This is an optimization exercise on Yosys and OpenROAD, whose aim is small area and a short achievable clock period, not a production implementation.
No functional check of the RTL was part of any run shown here.
Power figures rest on the tool's default switching activity, not on a simulated workload.

## flow/design.v

```verilog
package video_pkg;
   localparam int FRAME_SEL_W = 6;
   localparam int LINE_W      = 10;
   localparam int BEAT_W      = 8;
   localparam int ADDR_W      = 31;
   localparam int PIX_W       = 24;
endpackage
`timescale 1ns/1ps
module pixel_fifo #(
   parameter int FIFO_BEATS = 16
) (
   input  logic         cpu_clk_g,
   input  logic         rst,
   input  logic [127:0] din,
   input  logic         wr_en,
   input  logic         rd_en,
   output logic [23:0]  dout,
   output logic         valid,
   output logic         beat_done
);
   localparam int PTR_W = $clog2(FIFO_BEATS);
   localparam int CNT_W = $clog2(FIFO_BEATS + 1);
   localparam int PW    = video_pkg::PIX_W;
   logic [PW-1:0]      mem [4*FIFO_BEATS];
   logic [PTR_W-1:0]   wr_ptr;
   logic [CNT_W-1:0]   count;
   logic [PTR_W+1:0]   npos;
   logic [PW-1:0]      head_q;
   logic               valid_q;
   logic               full;
   logic               pop;
   logic               head_last;
   logic               one_left;
   logic [PW-1:0]      next_pix;
   assign full      = (count == CNT_W'(FIFO_BEATS));
   assign pop       = valid_q && rd_en;
   assign head_last = (npos[1:0] == 2'd0);
   assign beat_done = pop && head_last;
   assign one_left  = (count == CNT_W'(1)) && head_last;
   always_comb begin
      next_pix = '0;
      for (int j = 0; j < 4*FIFO_BEATS; j++) begin
         next_pix = next_pix | (mem[j] & {PW{npos == (PTR_W+2)'(j)}});
      end
   end
   assign dout  = head_q;
   assign valid = valid_q;
   always_ff @(posedge cpu_clk_g) begin
      if (!full) begin
         for (int k = 0; k < 4; k++) begin
            mem[{wr_ptr, 2'(k)}] <= din[32*k +: PW];
         end
      end
   end
   always_ff @(posedge cpu_clk_g) begin
      if (pop) begin
         head_q <= one_left ? din[PW-1:0] : next_pix;
      end else if (!valid_q) begin
         head_q <= din[PW-1:0];
      end
   end
   always_ff @(posedge cpu_clk_g) begin
      if (rst) begin
         wr_ptr  <= '0;
         count   <= '0;
         npos    <= (PTR_W+2)'(1);
         valid_q <= 1'b0;
      end else begin
         if (wr_en) begin
            wr_ptr <= wr_ptr + PTR_W'(1);
         end
         if (pop) begin
            npos <= npos + (PTR_W+2)'(1);
         end
         count   <= count + CNT_W'(wr_en) - CNT_W'(beat_done);
         valid_q <= wr_en || !(count == '0 || (count == CNT_W'(1) && beat_done));
      end
   end
endmodule
`timescale 1ns/1ps
module pixel_feeder #(
   parameter int H_PIXELS   = 800,
   parameter int V_LINES    = 600,
   parameter int FIFO_BEATS = 16
) (
   input  logic                 cpu_clk_g,
   input  logic                 rst,
   output logic                 cmd_req,
   input  logic                 cmd_grant,
   output logic                 req_nx,
   output logic [23:0]          addr_nx,
   input  logic                 rdf_valid,
   input  logic [127:0]         rdf_dout,
   output logic [23:0]          video,
   output logic                 video_valid,
   input  logic                 video_ready,
   input  logic [5:0]           gp_frame,
   input  logic                 gp_trigger,
   output logic                 frame_interrupt
);
   localparam int BW       = video_pkg::BEAT_W;
   localparam int LW       = video_pkg::LINE_W;
   localparam int CREDIT_W = $clog2(FIFO_BEATS + 1);
   logic                fetch_q;
   logic [5:0]          frame;
   logic [LW-1:0]       line;
   logic [BW-1:0]       beat;
   logic [5:0]          frame_nx;
   logic [LW-1:0]       line_nx;
   logic [BW-1:0]       beat_nx;
   logic [CREDIT_W-1:0] credit;
   logic                last_beat;
   logic                last_line;
   logic                fetch_wrap;
   logic [5:0]          swap_frame;
   logic                swap_pend;
   logic                beat_done;
   logic                at_max;
   logic                below_max;
   assign last_beat  = (beat == BW'(H_PIXELS / 4 - 1));
   assign last_line  = (line == LW'(V_LINES - 1));
   assign fetch_wrap = cmd_grant && last_beat && last_line;
   assign at_max     = (credit == CREDIT_W'(FIFO_BEATS));
   assign below_max  = (credit == CREDIT_W'(FIFO_BEATS - 1));
   assign cmd_req = fetch_q;
   assign req_nx  = beat_done || !(at_max || (below_max && cmd_grant));
   always_comb begin
      beat_nx = beat;
      line_nx = line;
      if (cmd_grant) begin
         beat_nx = last_beat ? '0 : beat + BW'(1);
         if (last_beat) begin
            line_nx = last_line ? '0 : line + LW'(1);
         end
      end
   end
   assign frame_nx = (fetch_wrap && swap_pend) ? swap_frame : frame;
   assign addr_nx  = {frame_nx, line_nx, beat_nx};
   always_ff @(posedge cpu_clk_g) begin
      if (rst) begin
         fetch_q         <= 1'b0;
         credit          <= '0;
         beat            <= '0;
         line            <= '0;
         frame           <= 6'd1;
         swap_pend       <= 1'b0;
         frame_interrupt <= 1'b0;
      end else begin
         fetch_q         <= req_nx;
         credit          <= credit + CREDIT_W'(cmd_grant) - CREDIT_W'(beat_done);
         frame_interrupt <= fetch_wrap;
         beat            <= beat_nx;
         line            <= line_nx;
         frame           <= frame_nx;
         swap_pend <= gp_trigger || (swap_pend && !fetch_wrap);
      end
   end
   always_ff @(posedge cpu_clk_g) begin
      if (gp_trigger) begin
         swap_frame <= gp_frame;
      end
   end
   pixel_fifo #(
      .FIFO_BEATS (FIFO_BEATS)
   ) pixel_fifo_i (
      .cpu_clk_g (cpu_clk_g),
      .rst       (rst),
      .din       (rdf_dout),
      .wr_en     (rdf_valid),
      .rd_en     (video_ready),
      .dout      (video),
      .valid     (video_valid),
      .beat_done (beat_done)
   );
endmodule
`timescale 1ns/1ps
module fill_engine #(
   parameter int H_PIXELS = 800,
   parameter int V_LINES  = 600
) (
   input  logic                 cpu_clk_g,
   input  logic                 rst,
   input  logic                 fill_start,
   input  logic [5:0]           fill_frame,
   input  logic [23:0]          fill_color,
   output logic                 cmd_req,
   input  logic                 cmd_grant,
   output logic                 req_nx,
   output logic [23:0]          addr_nx,
   output logic [23:0]          color_nx,
   output logic                 fill_done
);
   localparam int BW = video_pkg::BEAT_W;
   localparam int LW = video_pkg::LINE_W;
   logic          run_q;
   logic          done_q;
   logic          idle;
   logic          start;
   logic [5:0]    frame_q;
   logic [23:0]   color_q;
   logic [BW-1:0] beat;
   logic [LW-1:0] line;
   logic [BW-1:0] beat_nx;
   logic [LW-1:0] line_nx;
   logic [5:0]    frame_nx;
   logic          last_beat;
   logic          last_line;
   logic          fin;
   assign idle      = !run_q && !done_q;
   assign start     = idle && fill_start;
   assign last_beat = (beat == BW'(H_PIXELS / 4 - 1));
   assign last_line = (line == LW'(V_LINES - 1));
   assign fin       = cmd_grant && last_beat && last_line;
   assign cmd_req   = run_q;
   assign fill_done = done_q;
   always_comb begin
      beat_nx = beat;
      line_nx = line;
      if (cmd_grant) begin
         beat_nx = last_beat ? '0 : beat + BW'(1);
         if (last_beat) begin
            line_nx = last_line ? '0 : line + LW'(1);
         end
      end
   end
   assign frame_nx = start ? fill_frame : frame_q;
   assign color_nx = start ? fill_color : color_q;
   assign req_nx   = run_q ? !fin : start;
   assign addr_nx  = {frame_nx, line_nx, beat_nx};
   always_ff @(posedge cpu_clk_g) begin
      if (rst) begin
         run_q  <= 1'b0;
         done_q <= 1'b0;
         beat   <= '0;
         line   <= '0;
      end else begin
         run_q  <= req_nx;
         done_q <= run_q && fin;
         beat   <= beat_nx;
         line   <= line_nx;
      end
   end
   always_ff @(posedge cpu_clk_g) begin
      frame_q <= frame_nx;
      color_q <= color_nx;
   end
endmodule
`timescale 1ns/1ps
module frame_mem_arbiter (
   input  logic         cpu_clk_g,
   input  logic         rst,
   input  logic         feed_req,
   input  logic         feed_req_nx,
   input  logic [23:0]  feed_addr_nx,
   output logic         feed_grant,
   input  logic         fill_req,
   input  logic         fill_req_nx,
   input  logic [23:0]  fill_addr_nx,
   input  logic [23:0]  fill_color_nx,
   output logic         fill_grant,
   input  logic         af_full,
   output logic         af_wr_en,
   output logic         af_op,
   output logic [23:0]  af_addr,
   output logic [23:0]  af_wpix
);
   logic last_fill;
   logic last_fill_nx;
   logic pick_fill;
   logic pick_fill_nx;
   logic any_req;
   assign fill_grant   = !af_full && pick_fill;
   assign feed_grant   = !af_full && feed_req && !pick_fill;
   assign af_wr_en     = !af_full && any_req;
   assign last_fill_nx = (!af_full && (feed_req || fill_req)) ? pick_fill : last_fill;
   assign pick_fill_nx = fill_req_nx && !(feed_req_nx && last_fill_nx);
   always_ff @(posedge cpu_clk_g) begin
      if (rst) begin
         last_fill <= 1'b0;
         pick_fill <= 1'b0;
         any_req   <= 1'b0;
      end else begin
         last_fill <= last_fill_nx;
         pick_fill <= pick_fill_nx;
         any_req   <= feed_req_nx || fill_req_nx;
      end
   end
   always_ff @(posedge cpu_clk_g) begin
      af_op   <= !pick_fill_nx;
      af_addr <= pick_fill_nx ? fill_addr_nx : feed_addr_nx;
      af_wpix <= pick_fill_nx ? fill_color_nx : 24'd0;
   end
endmodule
`timescale 1ns/1ps
module video_subsystem #(
   parameter int H_PIXELS   = 800,
   parameter int V_LINES    = 600,
   parameter int FIFO_BEATS = 16
) (
   input  logic               cpu_clk_g,
   input  logic               rst,
   input  logic               af_full,
   output logic               af_wr_en,
   output logic               af_op,
   output logic [30:0]        af_addr_din,
   output logic [127:0]       wdf_din,
   input  logic               rdf_valid,
   input  logic [127:0]       rdf_dout,
   output logic               rdf_rd_en,
   output logic [23:0]        video,
   output logic               video_valid,
   input  logic               video_ready,
   input  logic [5:0]         gp_frame,
   input  logic               gp_trigger,
   output logic               frame_interrupt,
   input  logic               fill_start,
   input  logic [5:0]         fill_frame,
   input  logic [23:0]        fill_color,
   output logic               fill_done
);
   logic        feeder_req;
   logic        feeder_req_nx;
   logic [23:0] feeder_addr_nx;
   logic        feeder_grant;
   logic        fill_req;
   logic        fill_req_nx;
   logic [23:0] fill_addr_nx;
   logic [23:0] fill_color_nx;
   logic        fill_grant;
   logic [23:0] addr;
   logic [23:0] wpix;
   assign rdf_rd_en   = 1'b1;
   assign af_addr_din = {6'b0, addr, 1'b0};
   assign wdf_din     = {4{8'h00, wpix}};
   pixel_feeder #(
      .H_PIXELS   (H_PIXELS),
      .V_LINES    (V_LINES),
      .FIFO_BEATS (FIFO_BEATS)
   ) pixel_feeder_i (
      .cpu_clk_g       (cpu_clk_g),
      .rst             (rst),
      .cmd_req         (feeder_req),
      .cmd_grant       (feeder_grant),
      .req_nx          (feeder_req_nx),
      .addr_nx         (feeder_addr_nx),
      .rdf_valid       (rdf_valid),
      .rdf_dout        (rdf_dout),
      .video           (video),
      .video_valid     (video_valid),
      .video_ready     (video_ready),
      .gp_frame        (gp_frame),
      .gp_trigger      (gp_trigger),
      .frame_interrupt (frame_interrupt)
   );
   fill_engine #(
      .H_PIXELS (H_PIXELS),
      .V_LINES  (V_LINES)
   ) fill_engine_i (
      .cpu_clk_g  (cpu_clk_g),
      .rst        (rst),
      .fill_start (fill_start),
      .fill_frame (fill_frame),
      .fill_color (fill_color),
      .cmd_req    (fill_req),
      .cmd_grant  (fill_grant),
      .req_nx     (fill_req_nx),
      .addr_nx    (fill_addr_nx),
      .color_nx   (fill_color_nx),
      .fill_done  (fill_done)
   );
   frame_mem_arbiter frame_mem_arbiter_i (
      .cpu_clk_g     (cpu_clk_g),
      .rst           (rst),
      .feed_req      (feeder_req),
      .feed_req_nx   (feeder_req_nx),
      .feed_addr_nx  (feeder_addr_nx),
      .feed_grant    (feeder_grant),
      .fill_req      (fill_req),
      .fill_req_nx   (fill_req_nx),
      .fill_addr_nx  (fill_addr_nx),
      .fill_color_nx (fill_color_nx),
      .fill_grant    (fill_grant),
      .af_full       (af_full),
      .af_wr_en      (af_wr_en),
      .af_op         (af_op),
      .af_addr       (addr),
      .af_wpix       (wpix)
   );
endmodule
```

## flow/run.sh

```bash
#!/bin/bash
# synth_recipe.tcl (not shown) runs the flow's synth.tcl, then flattens the netlist and writes it again
# the make line also repeats each setting of config.mk as NAME=value (left out here)
make -C /OpenROAD-flow-scripts/flow DESIGN_CONFIG=/design/flow/config.mk WORK_HOME=/design/flow/orfs CLKGATE_MAP_FILE= SYNTH_SCRIPT=/design/flow/synth_recipe.tcl finish
```

## flow/config.mk

```make
export PLATFORM = sky130hd
export DESIGN_NAME = video_subsystem
export DESIGN_NICKNAME = video_subsystem
export VERILOG_FILES = /design/flow/design.v
export SDC_FILE = /design/flow/constraint.sdc
export NUM_CORES = 4
export LEC_CHECK = 0
export CAP_MARGIN = 20
export CORE_MARGIN = 2
export CORE_UTILIZATION = 40
export SETUP_SLACK_MARGIN = 2.5
export SLEW_MARGIN = 20
```

## flow/constraint.sdc

```tcl
create_clock -name core_clock -period 5.0 [get_ports {cpu_clk_g}]
set_input_delay 1.0000 -clock core_clock [delete_from_list [all_inputs] [get_ports {cpu_clk_g}]]
set_output_delay 1.0000 -clock core_clock [all_outputs]
set_load 0.01 [all_outputs]
```

==> load_flow_metrics.sql, run 1 <==
INSERT INTO impl_metrics (metric_group, metric, value, unit) VALUES
('status', 'outcome', 'timing/DRC/antenna clean', ''),
('global_route', 'grt_use_total', '0.305', ''),
('timing', 'fin_tns_setup', '0', 'ps'),
('synthesis', 'synth_top_flop_cell', 'edfxtp_1', ''),
('die', 'chipWidth', '403', 'um'),
('pwr', 'p_per_area', '390', 'nW/um^2'),
('synthesis', 'synth_seq_cells', '1716', ''),
('timing', 'fmax', '0.339', 'GHz'),
('setup_path', 'critPathMaxStageDelay', '570', 'ps'),
('setup_path', 'r2r_setup_slack', '2050', 'ps'),
('setup_path', 'critPathArrivalTime', '3520', 'ps'),
('setup_path', 'cp_top_family', 'simple AND/OR/NAND/NOR gates', ''),
('final_layout', 'final_layout_size_suffix_gt1_frac', '0.260', ''),
('die', 'io_pins', '360', ''),
('global_route', 'grt_start_max_net_pins', '97', ''),
('placed_design', 'gp_congestion', '0.857', ''),
('setup_path', 'timing.critical_path.cells', 'inv_4 -> ha_4 -> buf_12 -> nand3b_1 -> nor2_4 -> buf_16 -> buf_16 -> a22oi_2 -> nand3_2 -> or4_4 -> o32a_1', ''),
('cts', 'cts_buffers', '172', ''),
('synthesis', 'dominant_cells_by_area_after_synthesis', 'edfxtp_1, a22oi_1, dfxtp_1', ''),
('timing', 'final.min_clock_period', '2950', 'ps'),
('setup_path', 'timing.setup.critical_path_class', 'flop to flop', ''),
('pwr', 'max-vdd-ir-drop', '0.000357', 'V'),
('cts', 'clock_tree.htree_level_count', '4', ''),
('routing', 'drc_violations_left', '0', ''),
('timing', 'skew', '75.0', 'ps'),
('timing', 'grt_setup_unrepaired', 'true', ''),
('synthesis', 'synth.avg_cell_area', '16.8', 'um^2'),
('synthesis', 'ys_seq_area_frac', '0.785', ''),
('routing', 'drt_first_iter_violations', '7697', ''),
('routing', 'avgRoutedWirePerCell', '37.9', 'um'),
('synthesis', 'synth_edf_count', '1566', ''),
('die', 'floorplan.initialDensity', '0.402', ''),
('cts', 'clock_sink_count', '1716', ''),
('setup_path', 'path_buf_inv', '4', ''),
('routing', 'avgViaCountPerCell', '6.55', ''),
('global_route', 'grt_pass1_wl', '341', 'mm'),
('synthesis', 'yosys_warnings', '4', ''),
('synthesis', 'synth_area', '63700', 'um^2'),
('routing', 'finalWirelength', '257', 'mm'),
('global_route', 'gr-total-overflow', '0', ''),
('synthesis', 'netlist_instances', '3803', ''),
('timing', 'period_share', '0.591', ''),
('global_route', 'grt_antenna_before_repair', '12', ''),
('timing', 'slew_viol_final', '0', ''),
('global_route', 'globalRouteMet2Util', '0.453', ''),
('setup_path', 'worst_setup_ep_type', 'flop', ''),
('min_path', 'class_of_the_tightest_hold_or_removal_check', 'flop to flop', ''),
('die', 'core_region_area', '158000', 'um^2'),
('global_route', 'met1_resource_use_gr', '0.393', ''),
('global_route', 'groute.layer.met3.usage', '0.0983', ''),
('die', 'die_height', '403', 'um'),
('placed_design', 'post-place-cells', '6086', ''),
('placed_design', 'dp_hpwl', '139', 'mm'),
('cts', 'insertion_delay', '850', 'ps'),
('die', 'fp.dieArea', '163000', 'um^2'),
('routing', 'antenna_violating_nets_post_route', '0', ''),
('synthesis', 'synth.top_cell.area_share', '0.738', ''),
('setup_path', 'worstSetupStartpointType', 'flop', ''),
('global_route', 'first_global_vias', '40710', ''),
('placed_design', 'place_area', '70100', 'um^2'),
('routing', 'route.vias.total', '44373', ''),
('global_route', 'grt_busiest_layer', 'met2', ''),
('timing', 'final.hold.worst_slack', '467', 'ps'),
('synthesis', 'synth_most_common_cell', 'edfxtp_1', ''),
('final_layout', 'design_area', '81700', 'um^2'),
('timing', 'setup_violations', '0', ''),
('final_layout', 'layout.nets', '4757', ''),
('cts', 'cell_at_the_root_of_the_clock_tree', 'clkbuf_16', ''),
('placed_design', 'place.port_buffers', '287', ''),
('timing', 'report.final.hold_viol_count', '0', ''),
('cts', 'clkTransAtPathRegs', '70', 'ps');
final timing paths:
| path | start | end | cells after the start |
|---|---|---|---|
| setup / recovery | pixel_feeder_i.pixel_fifo_i.npos[1] | pixel_feeder_i.pixel_fifo_i.head_q[7] | 11 |
| hold / removal | fill_engine_i.color_q[5] | fill_engine_i.color_q[5] | 1 |
| setup reg to reg | pixel_feeder_i.pixel_fifo_i.npos[1] | pixel_feeder_i.pixel_fifo_i.head_q[7] | 11 |
| hold reg to reg | fill_engine_i.color_q[5] | fill_engine_i.color_q[5] | 1 |
per-stage QoR:
stage | util | power [W]
after detailed placement | 0.443 | 0.0190
after floorplan | - | 0.0178
after CTS | 0.507 | 0.0317
final | 0.516 | 0.0319
after global routing | 0.516 | 0.0326
after global placement | 0.442 | 0.0190
cells by family (layout without fill, tap and decap cells):
| logic type | count (synthesis) | after routing | share of synthesized area |
|---|---|---|---|
| flip-flops | 1716 | 1716 | 0.785 |
| AO/OA/AOI/OAI | 852 | 852 | 0.100 |
| AND/OR/NAND/NOR | 759 | 761 | 0.0624 |
| buffers and inverters | 329 | 1184 | 0.0276 |
| multiplexers | 86 | 86 | 0.0145 |
| XOR/XNOR | 32 | 32 | 0.00440 |
| adder cells (fa/ha/maj) | 27 | 27 | 0.00554 |
| other | 2 | 49 | 0.000118 |
layer usage:
layer	vias to the layer above	share of wire
met4	10	0.073
li1	16819	-
met5	-	0.00091
met3	1065	0.15
met2	4311	0.43
met1	22168	0.34
state kept, by name, indices dropped and copies added (netlist names), 4 cells and up:
register / cells
pixel_feeder_i.beat: 8
pixel_feeder_i.pixel_fifo_i.count: 5
pixel_feeder_i.frame: 6
pixel_feeder_i.swap_frame: 6
fill_engine_i.beat: 8
pixel_feeder_i.line: 10
pixel_feeder_i.pixel_fifo_i.npos: 6
pixel_feeder_i.pixel_fifo_i.mem: 1536
frame_mem_arbiter_i.af_wpix: 24
pixel_feeder_i.credit: 5
fill_engine_i.frame_q: 6
frame_mem_arbiter_i.af_addr: 24
fill_engine_i.color_q: 24
fill_engine_i.line: 10
pixel_feeder_i.pixel_fifo_i.wr_ptr: 4
pixel_feeder_i.pixel_fifo_i.head_q: 24
what timing repair did:
action                     4_1_cts  5_1_grt
setup buffers                  299       63
gates cloned                     8        1
pin swaps                      178      127
hold buffers                     0        0
setup endpoints to repair      438      264
resized for setup              667      171
where the power goes:
group / internal, W / switching (W) / total (W) / leakage [nW]
clock network: 0.00705 / 0.00570 / 0.0127 / 2.65
registers: 0.0163 / 0.000207 / 0.0165 / 15.5
logic: 0.00101 / 0.00165 / 0.00267 / 9.35
total: 0.0243 / 0.00756 / 0.0319 / 27.5
layout by cell type (no fill, tap or decap), types with 14 or more instances in the layout:
cell | netlist | final
nor2_1 | 179 | 101
clkinv_2 | 0 | 16
nor2_4 | 0 | 73
a22o_1 | 49 | 49
nand4_1 | 111 | 111
dfxtp_1 | 150 | 123
nor3_1 | 42 | 31
inv_1 | 25 | 14
dfxtp_2 | 0 | 18
buf_6 | 2 | 98
and3_4 | 1 | 20
ha_1 | 25 | 16
mux2i_1 | 34 | 34
a22oi_1 | 575 | 502
a2111oi_4 | 1 | 18
a221oi_1 | 27 | 22
o21ai_0 | 23 | 20
nor2b_1 | 34 | 30
xor2_1 | 24 | 24
nand2_1 | 129 | 121
clkinv_1 | 0 | 37
clkbuf_1 | 114 | 54
buf_12 | 0 | 105
buf_2 | 52 | 14
a22oi_2 | 0 | 73
clkbuf_16 | 0 | 175
dlygate4sd2_1 | 0 | 110
buf_8 | 0 | 22
nand3_1 | 70 | 55
mux2_2 | 52 | 52
and3_1 | 79 | 60
buf_4 | 118 | 323
conb_1 | 2 | 40
a21oi_1 | 67 | 53
clkdlybuf4s15_1 | 0 | 22
edfxtp_1 | 1566 | 1566
clkdlybuf4s50_1 | 0 | 136
final cells by class:
type | instances | area [um^2] | area share
clock buffers | 231 | 4600 | 0.0563
well taps | 2072 | 2590 | 0.0317
inverters | 25 | 104 | 0.00127
clock inverters | 82 | 926 | 0.0113
diodes | 9 | 22.5 | 0.000276
repair buffers | 846 | 8970 | 0.110
flip-flops and latches | 1716 | 50100 | 0.613
multi-input cells | 1798 | 14400 | 0.176
==> run 2: changes to the inputs <==
--- a/flow/design.v
+++ b/flow/design.v
@@ -22,33 +22,35 @@
    localparam int CNT_W = $clog2(FIFO_BEATS + 1);
    localparam int PW    = video_pkg::PIX_W;
    logic [PW-1:0]      mem [4*FIFO_BEATS];
-   logic [PTR_W-1:0]   wr_ptr;
+   logic [FIFO_BEATS-1:0] wsel;
    logic [CNT_W-1:0]   count;
-   logic [PTR_W+1:0]   npos;
+   logic               full_q;
+   logic [4*FIFO_BEATS-1:0] rsel;
+   logic [1:0]         nlane;
    logic [PW-1:0]      head_q;
    logic               valid_q;
-   logic               full;
    logic               pop;
    logic               head_last;
    logic               one_left;
    logic [PW-1:0]      next_pix;
-   assign full      = (count == CNT_W'(FIFO_BEATS));
    assign pop       = valid_q && rd_en;
-   assign head_last = (npos[1:0] == 2'd0);
+   assign head_last = (nlane == 2'd0);
    assign beat_done = pop && head_last;
    assign one_left  = (count == CNT_W'(1)) && head_last;
    always_comb begin
       next_pix = '0;
       for (int j = 0; j < 4*FIFO_BEATS; j++) begin
-         next_pix = next_pix | (mem[j] & {PW{npos == (PTR_W+2)'(j)}});
+         next_pix = next_pix | (mem[j] & {PW{rsel[j]}});
       end
    end
    assign dout  = head_q;
    assign valid = valid_q;
    always_ff @(posedge cpu_clk_g) begin
-      if (!full) begin
-         for (int k = 0; k < 4; k++) begin
-            mem[{wr_ptr, 2'(k)}] <= din[32*k +: PW];
+      for (int b = 0; b < FIFO_BEATS; b++) begin
+         if (wsel[b] && !full_q) begin
+            for (int k = 0; k < 4; k++) begin
+               mem[4*b+k] <= din[32*k +: PW];
+            end
          end
       end
    end
@@ -61,16 +63,20 @@
    end
    always_ff @(posedge cpu_clk_g) begin
       if (rst) begin
-         wr_ptr  <= '0;
+         wsel    <= FIFO_BEATS'(1);
          count   <= '0;
-         npos    <= (PTR_W+2)'(1);
+         full_q  <= 1'b0;
+         rsel    <= (4*FIFO_BEATS)'(2);
+         nlane   <= 2'd1;
          valid_q <= 1'b0;
       end else begin
          if (wr_en) begin
-            wr_ptr <= wr_ptr + PTR_W'(1);
+            wsel <= {wsel[FIFO_BEATS-2:0], wsel[FIFO_BEATS-1]};
          end
+         full_q  <= beat_done ? 1'b0 : (full_q || (wr_en && count == CNT_W'(FIFO_BEATS - 1)));
          if (pop) begin
-            npos <= npos + (PTR_W+2)'(1);
+            rsel  <= {rsel[4*FIFO_BEATS-2:0], rsel[4*FIFO_BEATS-1]};
+            nlane <= nlane + 2'd1;
          end
          count   <= count + CNT_W'(wr_en) - CNT_W'(beat_done);
          valid_q <= wr_en || !(count == '0 || (count == CNT_W'(1) && beat_done));
@@ -147,7 +153,11 @@
          frame_interrupt <= 1'b0;
       end else begin
          fetch_q         <= req_nx;
-         credit          <= credit + CREDIT_W'(cmd_grant) - CREDIT_W'(beat_done);
+         if (cmd_grant && !beat_done) begin
+            credit <= credit + CREDIT_W'(1);
+         end else if (!cmd_grant && beat_done) begin
+            credit <= credit - CREDIT_W'(1);
+         end
          frame_interrupt <= fetch_wrap;
          beat            <= beat_nx;
          line            <= line_nx;
--- a/flow/config.mk
+++ b/flow/config.mk
@@ -7,6 +7,6 @@
 export LEC_CHECK = 0
 export CAP_MARGIN = 20
 export CORE_MARGIN = 2
-export CORE_UTILIZATION = 40
+export CORE_UTILIZATION = 55
 export SETUP_SLACK_MARGIN = 2.5
 export SLEW_MARGIN = 20
==> run 2 against run 1 <==
Non-clock buffer count decreased by 470. First-iteration DRC count fell by 16%. Setup slack improved by 430 ps. Critical path type unchanged. Largest cell class unchanged. Highest routed layer unchanged.
==> load_flow_metrics.sql, run 2 <==
INSERT INTO impl_metrics (metric_group, metric, value, unit) VALUES
('status', 'outcome', 'timing/DRC/antenna clean', ''),
('timing', 'period_share', '0.504', ''),
('setup_path', 'worst_setup_ep_type', 'flop', ''),
('global_route', 'grt_antenna_before_repair', '10', ''),
('cts', 'insertion_delay', '800', 'ps'),
('pwr', 'max-vdd-ir-drop', '0.000301', 'V'),
('final_layout', 'final_layout_size_suffix_gt1_frac', '0.111', ''),
('placed_design', 'setup_slack_at_placement', '962', 'ps'),
('global_route', 'first_global_vias', '38702', ''),
('setup_path', 'cp_top_family', 'compound AO/OA/AOI/OAI gates', ''),
('routing', 'drc_violations_left', '0', ''),
('setup_path', 'ff2ff_path_depth', '6', ''),
('routing', 'drt_first_iter_violations', '6438', ''),
('timing', 'max_slew_margin', '0.242', ''),
('synthesis', 'synth_most_common_cell', 'edfxtp_1', ''),
('synthesis', 'synthSimpleGateAreaFrac', '0.0438', ''),
('synthesis', 'synthMuxAreaShare', '0.00890', ''),
('cts', 'clock_path_buffers', '3', ''),
('placed_design', 'dp_hpwl', '110', 'mm'),
('final_layout', 'top_register', 'pixel_feeder_i.pixel_fifo_i.mem', ''),
('setup_path', 'critPathMaxStageDelay', '510', 'ps'),
('timing', 'fin_tns_setup', '0', 'ps'),
('die', 'die_height', '347', 'um'),
('setup_path', 'worst_setup_path_startpoint', 'pixel_feeder_i.pixel_fifo_i.rsel[7]', ''),
('min_path', 'holdPathStages', '2', ''),
('synthesis', 'synth_top_flop_cell', 'edfxtp_1', ''),
('die', 'core_region_area', '116000', 'um^2'),
('timing', 'skew', '30.2', 'ps'),
('synthesis', 'yosys_warnings', '5', ''),
('die', 'io_pins', '360', ''),
('final_layout', 'largestRegisters', 'pixel_feeder_i.pixel_fifo_i.mem x1536, pixel_feeder_i.pixel_fifo_i.rsel x64', ''),
('routing', 'first_pass_iters', '6', ''),
('setup_path', 'timing.setup.critical_path_class', 'flop to flop', ''),
('min_path', 'class_of_the_tightest_hold_or_removal_check', 'flop to flop', ''),
('global_route', 'grt_pass1_wl', '311', 'mm'),
('final_layout', 'flip_flop_count_of_the_largest_register_after_layout', '1536', ''),
('final_layout', 'multi_input_comb_area', '11700', 'um^2'),
('synthesis', 'synth_edf_count', '1566', ''),
('timing', 'final.min_clock_period', '2520', 'ps'),
('setup_path', 'cp_num_cells', '6', ''),
('synthesis', 'synth_area', '64700', 'um^2'),
('setup_path', 'timing.critical_path.required', '5530', 'ps'),
('final_layout', 'area.growth.synth_to_final', '15.1', '%'),
('flow_run', 'timing.max_cap.violations', '0', ''),
('setup_path', 'timing.critical_path.cells', 'buf_4 -> a22o_1 -> a221oi_1 -> nand4_1 -> nor4_2 -> o21ai_0', ''),
('cts', 'clock_tree.htree_level_count', '4', ''),
('cts', 'cts_hold_repair.buffers', '0', ''),
('die', 'chipWidth', '347', 'um'),
('timing', 'worst_slack', '2480', 'ps'),
('routing', 'route.vias.total', '40451', ''),
('synthesis', 'yosys.area_share.adder', '0.00371', ''),
('setup_path', 'critical_path.reg2reg.endpoint', 'pixel_feeder_i.pixel_fifo_i.head_q[5]', ''),
('pwr', 'finalPower', '0.0305', 'W'),
('cts', 'cts_buffers', '175', ''),
('synthesis', 'yosys.cell_types.count', '55', ''),
('setup_path', 'path_buf_inv', '1', ''),
('die', 'core.rowCount', '125', ''),
('synthesis', 'top_cells_by_instance_count_after_synthesis', 'edfxtp_1, a221oi_1, a22o_1', ''),
('routing', 'm1_wl', '80.9', 'mm'),
('routing', 'avgRoutedWirePerCell', '40.1', 'um'),
('synthesis', 'netlist_instances', '3752', ''),
('timing', 'grt_setup_unrepaired', 'false', ''),
('die', 'floorplan.initialDensity', '0.556', ''),
('cts', 'clock_sink_count', '1789', ''),
('synthesis', 'synth_seq_cells', '1789', ''),
('timing', 'final.hold.worst_slack', '440', 'ps'),
('setup_path', 'crit_fanout', '15', ''),
('final_layout', 'most-common-layout-cells', 'edfxtp_1, a22o_1, a221oi_1', ''),
('final_layout', 'fill_cells', '8174', ''),
('timing', 'setup_violations', '0', ''),
('final_layout', 'finish.cell_count_without_fillers', '5666', ''),
('timing', 'report.final.hold_viol_count', '0', ''),
('timing', 'fmax', '0.397', 'GHz'),
('cts', 'clkTransAtPathRegs', '60', 'ps'),
('routing', 'avgViaCountPerCell', '7.14', ''),
('synthesis', 'asyncSetResetFlopFracSynth', '0', ''),
('placed_design', 'post-place-cells', '5322', ''),
('synthesis', 'post-synth-top-area-cell', 'edfxtp_1', ''),
('timing', 'slew_viol_final', '0', ''),
('global_route', 'grt_start_max_net_pins', '97', ''),
('final_layout', 'layout.nets', '4175', ''),
('routing', 'dr_wl_met2', '105', 'mm'),
('synthesis', 'synthXorXnorAreaFrac', '0.00338', ''),
('routing', 'finalWirelength', '227', 'mm'),
('global_route', 'grt_use_total', '0.375', ''),
('die', 'fp.dieArea', '120000', 'um^2'),
('synthesis', 'dominant_combinational_cell_family_by_area_after_synthesis', 'compound AO/OA/AOI/OAI gates', ''),
('placed_design', 'gp_congestion', '0.847', ''),
('routing', 'route.top_layer_used', 'met5', ''),
('setup_path', 'crit_slowest_cell', 'dfxtp_2', ''),
('pwr', 'p_leak', '24.8', 'nW'),
('routing', 'met3RoutedLength', '30.2', 'mm'),
('setup_path', 'r2r_setup_slack', '2480', 'ps'),
('final_layout', 'area.sequential', '51700', 'um^2'),
('synthesis', 'synth.avg_cell_area', '17.2', 'um^2'),
('final_layout', 'layout.cells.most_common', 'edfxtp_1', ''),
('synthesis', 'ys_seq_area_frac', '0.796', ''),
('cts', 'cts_tree', 'done', ''),
('routing', 'antenna_violating_nets_post_route', '0', ''),
('setup_path', 'crit-reg2reg-launch', 'pixel_feeder_i.pixel_fifo_i.rsel[7]', ''),
('setup_path', 'crit_path_to', 'pixel_feeder_i.pixel_fifo_i.head_q[5]', ''),
('setup_path', 'critPathArrivalTime', '3050', 'ps'),
('global_route', 'gr-total-overflow', '0', ''),
('setup_path', 'worstSetupStartpointType', 'flop', ''),
('placed_design', 'place.port_buffers', '287', ''),
('cts', 'cell_at_the_root_of_the_clock_tree', 'clkbuf_16', ''),
('timing', 'tightest_slew', '1140', 'ps'),
('synthesis', 'synth.top_cell.area_share', '0.727', ''),
('pwr', 'p_per_area', '410', 'nW/um^2'),
('synthesis', 'post_synthesis_compound_gate_area_fraction', '0.115', ''),
('synthesis', 'dominant_cells_by_area_after_synthesis', 'edfxtp_1, dfxtp_1, a221oi_1', '');
run 2: metrics by stage:
stage / cell area (um^2) / util
global placement: 68900 / 0.592
finish: 74500 / 0.640
global route: 74400 / 0.640
floorplan: 64900 / -
CTS: 74300 / 0.639
detailed placement: 68900 / 0.592
run 2: worst min-delay path by stage:
| stage | startpoint | endpoint | slack, ps |
|---|---|---|---|
| after global routing | fill_engine_i.color_q[2] | fill_engine_i.color_q[2] | 460 |
| after global placement | fill_engine_i.color_q[21] | fill_engine_i.color_q[21] | 420 |
| final | fill_engine_i.color_q[2] | fill_engine_i.color_q[2] | 440 |
| after CTS | fill_engine_i.color_q[23] | fill_engine_i.color_q[23] | 440 |
| after detailed placement | fill_engine_i.color_q[23] | fill_engine_i.color_q[23] | 430 |
| after floorplan | fill_engine_i.color_q[0] | fill_engine_i.color_q[0] | 410 |
run 2: what timing repair did:
item,CTS,global route
setup buffers,8,1
pin swaps,2,1
resized for setup,224,28
endpoints found under the setup margin,488,55
gates cloned,1,1
run 2: final cells by class:
type,instances,share of cell area
Clock buffer,228,0.0636
Inverter,23,0.00123
Sequential cell,1789,0.694
Antenna cell,7,0.000235
Multi-Input combinational cell,1621,0.158
Clock inverter,98,0.00897
Timing Repair Buffer,376,0.0484
Tap cell,1524,0.0256
run 2: cell families (layout without fill, tap and decap cells):
family	count (synthesis)	count (layout)
AO/OA/AOI/OAI	906	907
XOR/XNOR	25	25
AND/OR/NAND/NOR	573	574
buffers and inverters	382	725
other	2	47
adder cells (fa/ha/maj)	18	18
flip-flops	1789	1789
multiplexers	57	57
run 2: power by group:
part | total (W) | internal [W] | switching [W]
logic | 0.00134 | 0.000479 | 0.000862
clock network | 0.0125 | 0.00694 | 0.00556
registers | 0.0167 | 0.0165 | 0.000173
total | 0.0305 | 0.0240 | 0.00659
run 2: layer usage:
metal	up-vias	track usage
met5	-	0
met1	20870	0.507
met4	12	0.156
met2	3310	0.587
li1	15620	-
met3	639	0.0899
run 2: worst register-to-register path, stage by stage (launching register included):
cell and delay (ps):
dfxtp_2 510, buf_4 380, a22o_1 290, a221oi_1 260
nand4_1 200, nor4_2 470, o21ai_0 140
==> run 3: changes to the inputs <==
--- a/flow/config.mk
+++ b/flow/config.mk
@@ -8,5 +8,7 @@
 export CAP_MARGIN = 20
 export CORE_MARGIN = 2
 export CORE_UTILIZATION = 55
+export CTS_CLUSTER_DIAMETER = 80
+export CTS_CLUSTER_SIZE = 24
 export SETUP_SLACK_MARGIN = 2.5
 export SLEW_MARGIN = 20
==> run 3 against run 2 <==
Still clean on timing, DRC and antenna. First-iteration DRC count shrank 0.90%. Utilization shrank 2.5 points. Sequential power is essentially flat. Flip-flop and latch count is the same. Wire length shrank 1.1%. Count of clock-buffer cells in the layout shrank 100. Sequential share of layout area grew 2.9 points. Clock skew grew 7.7 ps. Clock power shrank 37%. Area after synthesis is the same. Total power shrank 15%.
==> load_flow_metrics.sql, run 3 <==
INSERT INTO impl_metrics (metric_group, metric, value, unit) VALUES
('status', 'outcome', 'timing/DRC/antenna clean', ''),
('global_route', 'gr-total-overflow', '0', ''),
('pwr', 'comb_power_share', '0.052', ''),
('cts', 'clock_sink_count', '1789', ''),
('setup_path', 'timing.critical_path.required', '5440', 'ps'),
('synthesis', 'ys_seq_area_frac', '0.796', ''),
('cts', 'insertion_delay', '720', 'ps'),
('timing', 'max_slew_margin', '0.234', ''),
('final_layout', 'layout.cells.most_common', 'edfxtp_1', ''),
('timing', 'final.hold.worst_slack', '446', 'ps'),
('pwr', 'p_switching', '0.00559', 'W'),
('cts', 'cts_buffers', '85', ''),
('routing', 'finalWirelength', '225', 'mm'),
('die', 'floorplan.initialDensity', '0.556', ''),
('setup_path', 'worstSetupStartpointType', 'flop', ''),
('timing', 'setup_violations', '0', ''),
('global_route', 'grt_start_max_net_pins', '97', ''),
('setup_path', 'cp_num_cells', '6', ''),
('synthesis', 'asyncSetResetFlopFracSynth', '0', ''),
('cts', 'clock_path_buffers', '3', ''),
('synthesis', 'netlist_instances', '3752', ''),
('global_route', 'groute.layer.met3.usage', '0.0833', ''),
('timing', 'slew_viol_final', '0', ''),
('timing', 'report.final.hold_viol_count', '0', ''),
('routing', 'drt_first_iter_violations', '6380', ''),
('routing', 'drc_violations_left', '0', ''),
('synthesis', 'synth_seq_cells', '1789', ''),
('die', 'io_pins', '360', ''),
('cts', 'clkTransAtPathRegs', '100', 'ps'),
('synthesis', 'synth_area', '64700', 'um^2'),
('synthesis', 'yosys_warnings', '5', ''),
('pwr', 'share_seq_of_total_power', '0.644', ''),
('timing', 'fmax', '0.402', 'GHz'),
('die', 'core.rowCount', '125', ''),
('timing', 'fin_tns_setup', '0', 'ps'),
('routing', 'first_pass_iters', '7', ''),
('final_layout', 'most-common-layout-cells', 'edfxtp_1, a22o_1, a221oi_1', ''),
('setup_path', 'critPathArrivalTime', '2930', 'ps'),
('synthesis', 'synth_edf_count', '1566', ''),
('synthesis', 'yosys.cell_types.count', '55', ''),
('routing', 'route.vias.total', '39780', ''),
('synthesis', 'synth.top_cell.area_share', '0.727', ''),
('timing', 'grt_setup_unrepaired', 'true', ''),
('global_route', 'grt_pass1_wl', '307', 'mm'),
('timing', 'period_share', '0.498', ''),
('final_layout', 'final_layout_size_suffix_gt1_frac', '0.0813', ''),
('final_layout', 'fin_util', '0.614', ''),
('setup_path', 'path_buf_inv', '1', ''),
('global_route', 'met1_resource_use_gr', '0.506', ''),
('min_path', 'holdPathStages', '2', ''),
('cts', 'cell_at_the_root_of_the_clock_tree', 'clkbuf_16', ''),
('die', 'chipWidth', '347', 'um'),
('final_layout', 'area.growth.synth_to_final', '10.5', '%'),
('placed_design', 'gp_congestion', '0.847', ''),
('setup_path', 'crit_slowest_cell', 'dfxtp_4', ''),
('min_path', 'class_of_the_tightest_hold_or_removal_check', 'flop to flop', ''),
('routing', 'antenna_violating_nets_post_route', '0', ''),
('global_route', 'grt_use_total', '0.370', ''),
('synthesis', 'synth.avg_cell_area', '17.2', 'um^2'),
('die', 'fp.dieArea', '120000', 'um^2'),
('synthesis', 'synth_top_flop_cell', 'edfxtp_1', ''),
('setup_path', 'cp_top_family', 'simple AND/OR/NAND/NOR gates', ''),
('placed_design', 'place.port_buffers', '287', ''),
('global_route', 'grt_busiest_layer', 'met2', ''),
('timing', 'skew', '37.9', 'ps'),
('pwr', 'sw_frac_of_total', '0.216', ''),
('setup_path', 'r2r_setup_slack', '2510', 'ps'),
('pwr', 'max-vdd-ir-drop', '0.000266', 'V'),
('routing', 'avgViaCountPerCell', '7.27', ''),
('flow_run', 'timing.max_cap.violations', '0', ''),
('global_route', 'first_global_vias', '37721', ''),
('final_layout', 'layout.nets', '4084', ''),
('setup_path', 'worst_setup_ep_type', 'flop', ''),
('pwr', 'p_per_area', '362', 'nW/um^2'),
('die', 'die_height', '347', 'um'),
('setup_path', 'critPathMaxStageDelay', '580', 'ps'),
('placed_design', 'dp_hpwl', '110', 'mm'),
('synthesis', 'post-synth-top-area-cell', 'edfxtp_1', ''),
('synthesis', 'dominant_cells_by_area_after_synthesis', 'edfxtp_1, dfxtp_1, a221oi_1', ''),
('final_layout', 'largestRegisters', 'pixel_feeder_i.pixel_fifo_i.mem x1536, pixel_feeder_i.pixel_fifo_i.rsel x64', ''),
('setup_path', 'crit_fanout', '20', ''),
('synthesis', 'synth_most_common_cell', 'edfxtp_1', ''),
('timing', 'tightest_slew', '1150', 'ps'),
('setup_path', 'timing.critical_path.cells', 'buf_4 -> a22oi_1 -> nand4_1 -> or4_1 -> nor4_1 -> o21ai_0', ''),
('synthesis', 'top_cells_by_instance_count_after_synthesis', 'edfxtp_1, a221oi_1, a22o_1', ''),
('final_layout', 'top_register', 'pixel_feeder_i.pixel_fifo_i.mem', ''),
('pwr', 'p_clk_frac', '0.304', ''),
('cts', 'cts_tree', 'done', ''),
('die', 'core_region_area', '116000', 'um^2'),
('global_route', 'globalRouteMet2Util', '0.585', ''),
('setup_path', 'timing.setup.critical_path_class', 'flop to flop', ''),
('pwr', 'p_leak', '23.4', 'nW'),
('global_route', 'grt_antenna_before_repair', '9', ''),
('setup_path', 'ff2ff_path_depth', '6', ''),
('final_layout', 'flip_flop_count_of_the_largest_register_after_layout', '1536', ''),
('pwr', 'intPower', '0.0203', 'W'),
('cts', 'clock_tree.htree_level_count', '3', ''),
('routing', 'avgRoutedWirePerCell', '41.0', 'um'),
('timing', 'final.min_clock_period', '2490', 'ps');
-- run 3: cell counts after synthesis --
Identical to the previous run, type by type.
-- run 3: path summary, 6_finish.rpt --
check,startpoint,endpoint
worst max-delay path,pixel_feeder_i.pixel_fifo_i.rsel[29],pixel_feeder_i.pixel_fifo_i.head_q[14]
worst min-delay path,fill_engine_i.color_q[2],fill_engine_i.color_q[2]
worst max register to register,pixel_feeder_i.pixel_fifo_i.rsel[29],pixel_feeder_i.pixel_fifo_i.head_q[14]
worst min register to register,fill_engine_i.color_q[2],fill_engine_i.color_q[2]
-- run 3: logic make-up after synthesis --
kind of cell | count (synthesis) | share of synthesized area
other | 2 | 0.000116
flip-flops | 1789 | 0.796
AO/OA/AOI/OAI | 906 | 0.115
adder cells (fa/ha/maj) | 18 | 0.00371
multiplexers | 57 | 0.00890
buffers and inverters | 382 | 0.0292
XOR/XNOR | 25 | 0.00338
AND/OR/NAND/NOR | 573 | 0.0438
-- run 3: worst reg2reg max path, cell delays in order (launching register included) --
cell and delay (ps):
dfxtp_4 580, buf_4 320, a22oi_1 200, nand4_1 130
or4_1 540, nor4_1 280, o21ai_0 150
-- run 3: final cells by class --
type                    count  area [um^2]
flip-flops and latches   1789        51700
diodes                      3         7.51
clock buffers             128         2360
multi-input cells        1621        11800
repair buffers            375         3580
inverters                  23         93.8
fillers                  8507        44900
clock inverters            12         95.1
well taps                1524         1910
-- run 3: power groups by stage --
stage | Sequential [W] | Clock (W) | Combinational (W)
after global placement | 0.0170 | 0 | 0.00137
after detailed placement | 0.0170 | 0 | 0.00140
after floorplan | 0.0170 | 0 | 0.000661
after CTS | 0.0167 | 0.00792 | 0.00132
after global routing | 0.0167 | 0.00840 | 0.00143
final | 0.0167 | 0.00787 | 0.00134
-- run 3: metal layers --
metal  routed length, um  vias up  share of wire
li1                    -    15317              -
met2              104000     3191           0.47
met4               10200       14          0.046
met1               79900    20716           0.36
met5                  99        -        0.00044
met3               29900      542           0.13
-- run 3: timing repair --
action	in CTS	in global routing
pin swaps	3	9
hold buffers	0	0
gates cloned	1	1
gates resized for setup	209	35
buffers inserted	4	4
setup endpoints to repair	508	46
-- run 3: per-stage QoR --
step                      worst slack (ps)  cells  cell area (um^2)  power, W
after floorplan                       1640   3790             64900    0.0177
after global placement                 947   5321             68900    0.0184
after detailed placement               962   5322             68900    0.0184
after CTS                             2330   5467             71300    0.0259
after global routing                  2500   5473             71500    0.0265
final                                 2510   5475             71500    0.0259

[static timing again, ports no longer ideal]
The flow's constraints put no driver on any port. The routed layouts listed below were extracted and timed again, unchanged, in two steps.
Step 1 sets driving cells, clkbuf_16 on the clock port and buf_2 on the other inputs (assumed; they add their load-dependent delay and slew).
Step 2 adds t to the input delays and takes it off the output delays; t is the mean of the earliest and latest rising clock arrival at the registers after step 1. Input paths then give back, and output paths get back, about the clock's delay inside the block.
Three values: ideal ports, drivers, drivers and shift; two values: the first two.
| run | t (ns) | slack for setup (ns) | worst hold slack (ns) | slew at the worst register clock pin (ns) |
|---|---|---|---|---|
| run 1 | 0.891 | 2.047 / 2.047 / 1.292 | 0.467 / 0.467 / 0.467 | 0.08 / 0.08 |
| run 2 | 0.868 | 2.480 / 2.443 / 1.771 | 0.440 / 0.440 / 0.440 | 0.07 / 0.07 |
| run 3 | 0.790 | 2.511 / 2.469 / 1.797 | 0.446 / 0.446 / 0.446 | 0.10 / 0.10 |
After both steps every run listed still meets setup and hold. The setup slack of run 1, which loses most, moves by 0.000 ns with the drivers and by -0.755 ns with both steps.
